This design comes from an exercise in tuning for small area and a short achievable clock period on the open sky130 flow, not from production work.
RTL that was checked went through simulation tests only; none was proved equivalent to the original.
Power is estimated from default activity; no workload was simulated.

==> flow/design.v (excerpt) <==
module sid_synth_top #(
    parameter  int NUM_VOICES = 4,
    parameter  int SAMPLE_DIV = 256,
    localparam int MIX_W      = synth_pkg::REG_W + 2
) (
    input  wire logic             clk,
    input  wire logic             rst_n,
    input  wire logic             spi_clk,
    input  wire logic             spi_cs_n,
    input  wire logic             spi_mosi,
    output logic      [MIX_W-1:0] sample,
    output logic                  sample_valid
);
    logic [NUM_VOICES-1:0][15:0] freq;
    logic [NUM_VOICES-1:0][7:0]  pw, attack, attack_n, sustain, sustain_n, level;
    logic [NUM_VOICES-1:0][3:0]  wave, wave_n;
    logic                        is254, step_en, at_tick, pass2, freq_busy;
    spi_voice_regs #(
        .NUM_VOICES (NUM_VOICES)
    ) u_regs (
        .clk      (clk),
        .rst_n    (rst_n),
        .spi_clk  (spi_clk),
        .spi_cs_n (spi_cs_n),
        .spi_mosi (spi_mosi),
        .freq_busy(freq_busy),
        .freq     (freq),
        .pw       (pw),
        .attack   (attack),
        .attack_n (attack_n),
        .sustain  (sustain),
        .sustain_n(sustain_n),
        .wave     (wave),
        .wave_n   (wave_n)
    );
    for (genvar v = 0; v < NUM_VOICES; v++) begin : g_voice
        sid_voice u_voice (
            .clk     (clk),
            .rst_n   (rst_n),
            .is254   (is254),
            .step_en (step_en),
            .at_tick (at_tick),
            .pass2   (pass2),
            .freq    (freq[v]),
            .pw      (pw[v]),
            .attack  (attack[v]),
            .attack_n(attack_n[v]),
            .sustain (sustain[v]),
            .sustain_n(sustain_n[v]),
            .wave    (wave[v]),
            .wave_n  (wave_n[v]),
  ...
make LEC_CHECK=0 CAP_MARGIN=20 CORE_MARGIN=2 CORE_UTILIZATION=40 CTS_CLUSTER_DIAMETER=90 CTS_CLUSTER_SIZE=25 SETUP_SLACK_MARGIN=3.8 SLEW_MARGIN=20 finish   # period 7.0 ns
run.sh (not shown) runs the stock make flow with config.mk's settings and CLKGATE_MAP_FILE= SYNTH_SCRIPT=/design/flow/synth_recipe.tcl, a recipe that flattens the netlist after the stock synthesis.
The first run ran to the end with no violations.
Edit:
Settings changed: CTS_CLUSTER_DIAMETER 90 to 80, CTS_CLUSTER_SIZE 25 to 20, SETUP_SLACK_MARGIN 3.8 to 3.5.
Effect: Setup slack loses 0.011 ns. Design area falls by 3.0%. Power rose by 5.0%. Register-to-register slack is about the same. Worst hold slack loses 0.0075 ns. Cell count went down by 1.7%. Die area is unchanged.

sid_synth_top, a different RTL version from the one above (not shown whole).
Size in the first run: roughly 3100 cells after synthesis, about 16 I/O pins, ~30000 um2 of cells after synthesis.
export LEC_CHECK = 0
export CAP_MARGIN = 20
export CORE_MARGIN = 2
export CORE_UTILIZATION = 40
export SETUP_SLACK_MARGIN = 3.5
export SLEW_MARGIN = 20
create_clock -name core_clock -period 7.0 [get_ports {clk}]
The first run passed the timing, design-rule and antenna checks.
Next try:
- SETUP_SLACK_MARGIN: 3.5 -> 3.0
Effect: The changed run passed the timing, design-rule and antenna checks; sequential power barely changes; non-clock buffer count falls by 90; routed wire length falls by 2.5%; clock-buffer cell count does not change; sequential share of layout area rises by 1.1 points; worst hold slack hardly moves; core utilization falls by 1.8 points; die area is unchanged.
Next try:
- CTS_BUF_LIST: not set -> sky130_fd_sc_hd__clkbuf_2 sky130_fd_sc_hd__clkbuf_4
Combinational power barely changes.
Power drops by 6.6%.
Design area drops by 0.52%.
Wire length climbs by 1.2%.
Clock power drops by 13%.
Worst setup slack degrades by 29 ps.
Non-clock buffer count drops by 1.
Count of clock-buffer cells in the layout climbs by 129.
Utilization drops by 0.23 points.
Next try:
- CTS_BUF_LIST: sky130_fd_sc_hd__clkbuf_2 sky130_fd_sc_hd__clkbuf_4 -> not set
- CTS_CLUSTER_DIAMETER: not set -> 90
- CTS_CLUSTER_SIZE: not set -> 25
Effect: The changed run ran to the end with no violations; non-clock buffer count falls by 2; synthesized cell count stays the same; core utilization decreases by 0.94 points; total power came out lower by about 12%; cell area decreases by 2.1%; sequential share of layout area rose by 0.73 points; worst setup slack gains 41 ps; area after synthesis does not change.
No run of this note included a check of the RTL's function; only the layout flow was run.

Another version of the RTL of sid_synth_top (not shown whole).
Size: ~3000 cells after synthesis, about 16 I/O pins, about 0.028 mm^2 of cells after synthesis.
==> flow/config.mk <==
export PLATFORM = sky130hd
export DESIGN_NAME = sid_synth_top
export DESIGN_NICKNAME = sid_synth_top
export VERILOG_FILES = /design/flow/design.v
export SDC_FILE = /design/flow/constraint.sdc
export NUM_CORES = 4
export LEC_CHECK = 0
export CAP_MARGIN = 20
export CORE_MARGIN = 2
export CORE_UTILIZATION = 40
export CTS_CLUSTER_DIAMETER = 90
export CTS_CLUSTER_SIZE = 25
export SETUP_SLACK_MARGIN = 3.3
export SLEW_MARGIN = 20
==> flow/constraint.sdc <==
create_clock -name core_clock -period 7.0 [get_ports {clk}]
set_input_delay 1.4000 -clock core_clock [delete_from_list [all_inputs] [get_ports {clk}]]
set_output_delay 1.4000 -clock core_clock [all_outputs]
set_load 0.01 [all_outputs]
The first run passed the timing, design-rule and antenna checks.
Rerun with:
--- a/flow/config.mk
+++ b/flow/config.mk
@@ -11,4 +11,4 @@
 export CTS_CLUSTER_DIAMETER = 90
 export CTS_CLUSTER_SIZE = 25
-export SETUP_SLACK_MARGIN = 3.3
+export SETUP_SLACK_MARGIN = 3.5
 export SLEW_MARGIN = 20
=>
- The changed run finished with timing, DRC and antenna clean
- global-route usage went up by 0.39 points
- clock-buffer cell count went down by 3
- sequential cell count stays the same
- core utilization went up by 1.2 points
- synthesized area does not change
- sequential power is about the same
- setup slack improves by 63 ps
Rerun with:
--- a/flow/config.mk
+++ b/flow/config.mk
@@ -11,4 +11,4 @@
 export CTS_CLUSTER_DIAMETER = 90
 export CTS_CLUSTER_SIZE = 25
-export SETUP_SLACK_MARGIN = 3.5
+export SETUP_SLACK_MARGIN = 3.0
 export SLEW_MARGIN = 20
Global-route usage shrinks by 0.66 points.
Count of clock-buffer cells in the layout goes up by 3.
Clock power is lower by about 2%.
Combinational power decreases by about 1%.
Power decreases by 0.97%.
Critical path depth drops by 1.
Utilization came out lower by 2.2 points.
First-iteration DRC count drops by 13%.
Register-to-register slack loses 200 ps.
Area after synthesis stays the same.
Clock skew is about the same.

[afterwards: timing with drivers on the ports]
How much do the figures lean on ideal ports? The routed layouts below were timed once more, with nothing changed but the port constraints. Step 1 (the two cells are an assumption about what drives the block):
set clk [get_ports {clk}]
set_driving_cell -lib_cell sky130_fd_sc_hd__clkbuf_16 $clk
set_driving_cell -lib_cell sky130_fd_sc_hd__buf_2 [delete_from_list [all_inputs] $clk]
Step 2 adds t to the input delays and takes it off the output delays; t is the mean of the earliest and latest rising clock arrival at the registers after step 1. Input paths then give back, and output paths get back, about the clock's delay inside the block. a / b / c = ideal ports / drivers / drivers and shift; a / b = the first two.
run	shift t [ns]	setup slack, ns	worst setup path at the end	worst data-port slew with drivers (ns)	pins driven straight from the clock port
the first run of note 1	0.667	3.449 / 3.449 / 3.449	register to register	0.05	1
the second run of note 1	0.635	3.438 / 3.438 / 3.438	register to register	0.05	1
the first run of note 2	0.664	3.287 / 3.287 / 3.287	register to register	0.05	1
the second run of note 2	0.665	3.140 / 3.140 / 3.140	register to register	0.05	1
the third run of note 2	1.025	3.111 / 3.111 / 3.111	register to register	0.05	1
the fourth run of note 2	0.660	3.152 / 3.152 / 3.152	register to register	0.05	1
the first run of note 3	0.645	3.312 / 3.312 / 3.312	register to register	0.05	1
the second run of note 3	0.645	3.376 / 3.376 / 3.376	register to register	0.05	1
the third run of note 3	0.633	3.176 / 3.176 / 3.176	register to register	0.06	1
After both steps setup and hold are still met in every run listed.
